From an optimization exercise on the open Yosys and OpenROAD flow, aimed at small area; shortcuts taken in it are not production practice.
In this exercise RTL edits were held to simulation tests only and were not proved equivalent to the original.
The clock port is modelled as an ideal driver; clocking choices that lean on that would not hold on a real chip.
No activity file was given, so power comes from the tool's default toggle rates.

==> flow/design.v (excerpt) <==
module programmable_pulse_generator #(
    parameter int NUM_CH = 4,
    parameter int CNT_W  = pulse_gen_pkg::DEFAULT_CNT_W
) (
    input  logic              clk,
    input  logic              rst,
    input  logic [NUM_CH-1:0] start,
    input  logic [NUM_CH-1:0] stop,
    input  logic [1:0]        mode,
    input  logic [CNT_W-1:0]  delay_cfg,
    input  logic [CNT_W-1:0]  width_cfg,
    input  logic [CNT_W-1:0]  period_cfg,
    input  logic [CNT_W-1:0]  count_cfg,
    output logic [NUM_CH-1:0] pulse,
    output logic [NUM_CH-1:0] busy,
    output logic [NUM_CH-1:0] done
);
==> flow/config.mk <==
export PLATFORM = sky130hd
export DESIGN_NAME = programmable_pulse_generator
export DESIGN_NICKNAME = programmable_pulse_generator
export VERILOG_FILES = /design/flow/design.v
export SDC_FILE = /design/flow/constraint.sdc
export NUM_CORES = 4
export LEC_CHECK = 0
export CAP_MARGIN = 20
export CORE_MARGIN = 2
export CORE_UTILIZATION = 40
export CTS_BUF_LIST = sky130_fd_sc_hd__clkbuf_16
export CTS_CLUSTER_DIAMETER = 60
export CTS_CLUSTER_SIZE = 32
export SLEW_MARGIN = 20
==> flow/constraint.sdc <==
create_clock -name core_clock -period 5.5 [get_ports {clk}]
set_input_delay 1.1000 -clock core_clock [delete_from_list [all_inputs] [get_ports {clk}]]
set_output_delay 1.1000 -clock core_clock [all_outputs]
set_load 0.01 [all_outputs]
standard.sh (not shown) runs the stock make flow with config.mk's settings and CLKGATE_MAP_FILE= SYNTH_SCRIPT=/design/flow/synth_recipe.tcl, a recipe that flattens the netlist after the stock synthesis.
==> flow/flow/run.sh <==
#!/bin/bash
# Standard layout (standard.sh) with two changes:
#  - synthesis maps logic with an area-oriented ABC script (flow/abc_area.script);
#    registers and their names are untouched, ABC only maps combinational logic;
#  - every input and output port gets the smallest buffer (buf_1).
set -euo pipefail
rm -rf scripts_custom
cp -r "$FLOW_HOME/scripts" scripts_custom
cp flow/abc_area.script scripts_custom/abc_speed.script
export SCRIPTS_DIR="$PWD/scripts_custom"
export BUFFER_PORTS_ARGS="-buffer_cell sky130_fd_sc_hd__buf_1"
bash standard.sh > standard_flow.log 2>&1
==> flow/flow/abc_area.script <==
&get -n
&st
&dch
&nf -R 1000
&st
&dch
&nf -R 1000
&put
topo
stime -c
The starting point passed the timing, DRC and antenna checks.
Change:
--- a/flow/flow/run.sh
+++ b/flow/flow/run.sh
@@ -2 +2 @@
-# Standard layout (standard.sh) with two changes:
+# Standard layout (standard.sh) with three changes:
@@ -5 +5,2 @@
-#  - every input and output port gets the smallest buffer (buf_1).
+#  - every input and output port gets the smallest buffer (buf_1);
+#  - after CTS, cells on paths with slack to spare are downsized (flow/post_cts.tcl).
@@ -11,0 +13 @@
+export POST_CTS_TCL="$PWD/flow/post_cts.tcl"
==> flow/flow/post_cts.tcl (new file) <==
# After CTS and its timing repair: give back area on paths with slack to
# spare (downsizes cells; a setup margin is kept), then re-legalize.
estimate_parasitics -placement
repair_timing -recover_power 100 -setup_margin 0.3 -verbose
detailed_placement
check_placement -verbose
estimate_parasitics -placement
report_design_area
--- a/flow/config.mk
+++ b/flow/config.mk
@@ -12,2 +12,2 @@
-export CTS_CLUSTER_DIAMETER = 60
-export CTS_CLUSTER_SIZE = 32
+export CTS_CLUSTER_DIAMETER = 80
+export CTS_CLUSTER_SIZE = 25
Clock skew rose by 0.013 ns.
Cell count fell by 0.31%.
Worst setup slack gets worse by 0.090 ns.
Power fell by 6.2%.
Sequential cell count stays the same.
Worst hold slack is about the same.
Change:
--- a/flow/flow/run.sh
+++ b/flow/flow/run.sh
@@ -2 +2 @@
-# Standard layout (standard.sh) with three changes:
+# Standard layout (standard.sh) with two changes:
@@ -5,2 +5 @@
-#  - every input and output port gets the smallest buffer (buf_1);
-#  - after CTS, cells on paths with slack to spare are downsized (flow/post_cts.tcl).
+#  - every input and output port gets the smallest buffer (buf_1).
@@ -13 +11,0 @@
-export POST_CTS_TCL="$PWD/flow/post_cts.tcl"
--- a/flow/config.mk
+++ b/flow/config.mk
@@ -10 +10 @@
-export CORE_UTILIZATION = 40
+export CORE_UTILIZATION = 65
removed: flow/flow/post_cts.tcl
Result: The changed run ran to the end with no violations; final area drops slightly; final cell count went down by a little under a tenth; utilization goes up by 28 points; total power falls slightly; fmax is higher by a few percent.
Change:
--- a/flow/config.mk
+++ b/flow/config.mk
@@ -10 +10 @@
-export CORE_UTILIZATION = 65
+export CORE_UTILIZATION = 40
Global-route usage goes down by 11 points.
Area after synthesis does not change.
Synthesized cell count does not change.
Utilization goes down by 27 points.
Design area goes up by 1.2%.
Critical path depth goes down by 1.
Combinational power goes up by about 0.9%.
Register-to-register slack is about the same.
Via count goes down by 2.7%.
Clock skew goes up by 0.0070 ns.
Change:
--- a/flow/config.mk
+++ b/flow/config.mk
@@ -8 +8 @@
-export CAP_MARGIN = 20
+export CAP_MARGIN = 0
@@ -14 +14 @@
-export SLEW_MARGIN = 20
+export SLEW_MARGIN = 0
The changed run completed without violations.
Sequential share of layout area is about the same.
Flip-flop and latch count is unchanged.
Non-clock buffer count is unchanged.
First-iteration DRC count is lower by 1.0%.
Register-to-register slack is better by 0.03 ns.
Die area is unchanged.
Final cell count stays flat.
Core utilization stays flat.
Cell area is about the same.
Via count barely changes.
Combinational power barely changes.
Change:
--- a/flow/config.mk
+++ b/flow/config.mk
@@ -8 +8 @@
-export CAP_MARGIN = 0
+export CAP_MARGIN = 20
@@ -14 +14,2 @@
-export SLEW_MARGIN = 0
+export GPL_TIMING_DRIVEN = 0
+export SLEW_MARGIN = 20
Result: The new run produced a clean layout. Power shrinks by 0.99%. Combinational power grows by about 1%. Utilization grows by 0.71 points.

========
Setup of lane 1:
Another version of the RTL of programmable_pulse_generator (not shown whole).
For scale: roughly 88 I/O pins, ~0.013 mm^2 of cells after synthesis.
## programmable_pulse_generator
module programmable_pulse_generator #(
    parameter int NUM_CH = 4,
    parameter int CNT_W  = pulse_gen_pkg::DEFAULT_CNT_W
) (
    input  logic              clk,
    input  logic              rst,
    input  logic [NUM_CH-1:0] start,
    input  logic [NUM_CH-1:0] stop,
    input  logic [1:0]        mode,
    input  logic [CNT_W-1:0]  delay_cfg,
    input  logic [CNT_W-1:0]  width_cfg,
    input  logic [CNT_W-1:0]  period_cfg,
    input  logic [CNT_W-1:0]  count_cfg,
    output logic [NUM_CH-1:0] pulse,
    output logic [NUM_CH-1:0] busy,
    output logic [NUM_CH-1:0] done
);
Settings: LEC_CHECK=0, CAP_MARGIN=20, CORE_MARGIN=2, CORE_UTILIZATION=40, CTS_BUF_LIST=sky130_fd_sc_hd__clkbuf_16, CTS_CLUSTER_DIAMETER=80, CTS_CLUSTER_SIZE=25, PLACE_DENSITY=0.8, SLEW_MARGIN=20; clock period 5.5 ns.
==> flow/flow/run.sh <==
#!/bin/bash
# Standard layout (standard.sh) with these changes:
#  - synthesis maps logic with an area-oriented ABC script (flow/abc_area.script)
#    and leaves adders to ABC (no adder cell extraction); registers and their
#    names are untouched, only combinational logic is mapped differently;
#  - every input and output port gets the smallest buffer (buf_1);
#  - CTS (same settings as config.mk) inserts no dummy loads.
set -euo pipefail
rm -rf scripts_custom
cp -r "$FLOW_HOME/scripts" scripts_custom
cp flow/abc_area.script scripts_custom/abc_speed.script
export SCRIPTS_DIR="$PWD/scripts_custom"
export ADDER_MAP_FILE=
export BUFFER_PORTS_ARGS="-buffer_cell sky130_fd_sc_hd__buf_1"
export CTS_ARGS="-sink_clustering_enable -repair_clock_nets -sink_clustering_size 25 -sink_clustering_max_diameter 80 -buf_list sky130_fd_sc_hd__clkbuf_16 -dont_use_dummy_load"
bash standard.sh > standard_flow.log 2>&1
Scripts as last shown in full above: flow/flow/abc_area.script
Looking at the reports, lane 1 completed the entire flow and the layout it produced met the timing, DRC and antenna checks.
diff inputs: lane 1 => lane 2
Settings: PLACE_DENSITY no longer set, was 0.8.
==> flow/flow/run.sh <==
#!/bin/bash
# Standard layout (standard.sh) with two changes:
#  - synthesis maps logic with an area-oriented ABC script (flow/abc_area.script);
#    registers and their names are untouched, ABC only maps combinational logic;
#  - every input and output port gets the smallest buffer (buf_1).
set -euo pipefail
rm -rf scripts_custom
cp -r "$FLOW_HOME/scripts" scripts_custom
cp flow/abc_area.script scripts_custom/abc_speed.script
export SCRIPTS_DIR="$PWD/scripts_custom"
export BUFFER_PORTS_ARGS="-buffer_cell sky130_fd_sc_hd__buf_1"
bash standard.sh > standard_flow.log 2>&1
Results
- Summary of lane 2 over lane 1: routed wire length fell 2400 um; layout sequential cell count about even.
- Per the comparison of lane 2 with lane 1, number of non-filler instances in the completed layout decreased by 9.9% relative to the old numbers; clock share of power went up 2.7 points; maximum frequency lost 3.6%.
- Lane 2 against lane 1; sum of internal, switching and leakage power is up slightly.
#### Input delta (lane 3 over lane 2)
==> flow/flow/run.sh <==
#!/bin/bash
# Standard layout (standard.sh) with these changes:
#  - synthesis maps logic with an area-oriented ABC script (flow/abc_area.script)
#    and leaves adders to ABC (no adder cell extraction); registers and their
#    names are untouched, only combinational logic is mapped differently;
#  - every input and output port gets the smallest buffer (buf_1);
#  - CTS (same settings as config.mk) inserts no dummy loads.
set -euo pipefail
rm -rf scripts_custom
cp -r "$FLOW_HOME/scripts" scripts_custom
cp flow/abc_area.script scripts_custom/abc_speed.script
export SCRIPTS_DIR="$PWD/scripts_custom"
export ADDER_MAP_FILE=
export BUFFER_PORTS_ARGS="-buffer_cell sky130_fd_sc_hd__buf_1"
export CTS_ARGS="-sink_clustering_enable -repair_clock_nets -sink_clustering_size 25 -sink_clustering_max_diameter 80 -buf_list sky130_fd_sc_hd__clkbuf_16 -dont_use_dummy_load"
bash standard.sh > standard_flow.log 2>&1
Between lane 2 and lane 3, the flow reports routed wire length increasing by more than 10%. | clock network latency to the later pin of the worst-skew pair | lower: lane 2 |. The adder-cell share of the synthesized area reported for lane 3 is smaller than that of lane 2 by 13 points. The lower synthesized cell count of lane 2 and lane 3 is in lane 2. Part of the power in the clock network came out lower on lane 3 than on lane 2. In the tables for lane 2 and lane 3, part of the total power dissipated in combinational logic reads higher with lane 3. Final critical-path required period for lane 3: 320 ps down relative to lane 2.
Input changes introduced in lane 4 (baseline for comparison: lane 3):
Settings: CTS_CLUSTER_SIZE changed from 25 to 16; CTS_BUF_LIST changed from sky130_fd_sc_hd__clkbuf_16 to sky130_fd_sc_hd__clkbuf_8; PLACE_DENSITY newly set to 0.9; CTS_CLUSTER_DIAMETER changed from 80 to 60.
-- flow/flow/run.sh --
<<< lane 3, line 14
export BUFFER_PORTS_ARGS="-buffer_cell sky130_fd_sc_hd__buf_1"
export CTS_ARGS="-sink_clustering_enable -repair_clock_nets -sink_clustering_size 25 -sink_clustering_max_diameter 80 -buf_list sky130_fd_sc_hd__clkbuf_16 -dont_use_dummy_load"
bash standard.sh > standard_flow.log 2>&1
>>> lane 4, line 14
export BUFFER_PORTS_ARGS="-buffer_cell sky130_fd_sc_hd__buf_1"
export CTS_ARGS="-sink_clustering_enable -repair_clock_nets -sink_clustering_size 16 -sink_clustering_max_diameter 60 -buf_list sky130_fd_sc_hd__clkbuf_8 -dont_use_dummy_load"
bash standard.sh > standard_flow.log 2>&1
==> comparison <==
Lane 4 -> lane 3: total standard cell area after synthesis delta 0, exact match
Number of vias per cell after detailed routing was lower in lane 3 than in lane 4.
Looking at number of CTS-inserted buffers, lane 4 sits 4 higher than lane 3 does.
Diff lane 3 -> lane 4: violation count after the first detailed-routing iteration moved up; count of TritonRoute iterations in the first routing pass level; count of cell instances traversed by the critical path moved down.
Comparing non-clock buffer count for lane 4 and lane 3, the smaller number came from lane 4.
[lane 4 vs lane 3] global-route wire length before repair: lower in lane 4

[afterwards: timing with drivers on the ports]
No port has a modelled driver above. Below, the same layouts with a new extraction and two added sets of constraints.
Step 1, drivers: a clkbuf_16 drives clk and a buf_2 each remaining input, both assumed.
Step 2 times the ports against the registers' clock, not the clock port: input delays grow and output delays shrink by t, the midpoint of the rising clock arrivals with the driver on.
a / b / c = ideal ports / drivers / drivers and shift; a / b = the first two.
| run | t (ns) | slack for setup (ns) | cell pins on the clock port's net |
|---|---|---|---|
| the first run of note 1 | 0.562 | 0.867 / 0.897 / 0.335 | 1 |
| the second run of note 1 | 0.542 | 0.777 / 0.802 / 0.260 | 1 |
| the third run of note 1 | 0.538 | 0.910 / 0.936 / 0.397 | 1 |
| the fourth run of note 1 | 0.541 | 0.880 / 0.908 / 0.367 | 1 |
| the fifth run of note 1 | 0.529 | 0.796 / 0.823 / 0.294 | 1 |
| the sixth run of note 1 | 0.532 | 0.349 / 0.378 / -0.154 | 1 |
| lane 1 | 0.526 | 0.987 / 1.016 / 0.490 | 1 |
| lane 2 | 0.539 | 0.820 / 0.842 / 0.303 | 1 |
| lane 3 | 0.535 | 1.137 / 1.167 / 0.632 | 1 |
| lane 4 | 0.574 | 0.540 / 0.551 / -0.023 | 1 |
With both steps, setup timing fails in the sixth run of note 1 and lane 4, where it was met with ideal ports. For lane 4, which loses most, drivers alone change the setup slack by +0.011 ns; drivers and shift together by -0.563 ns.
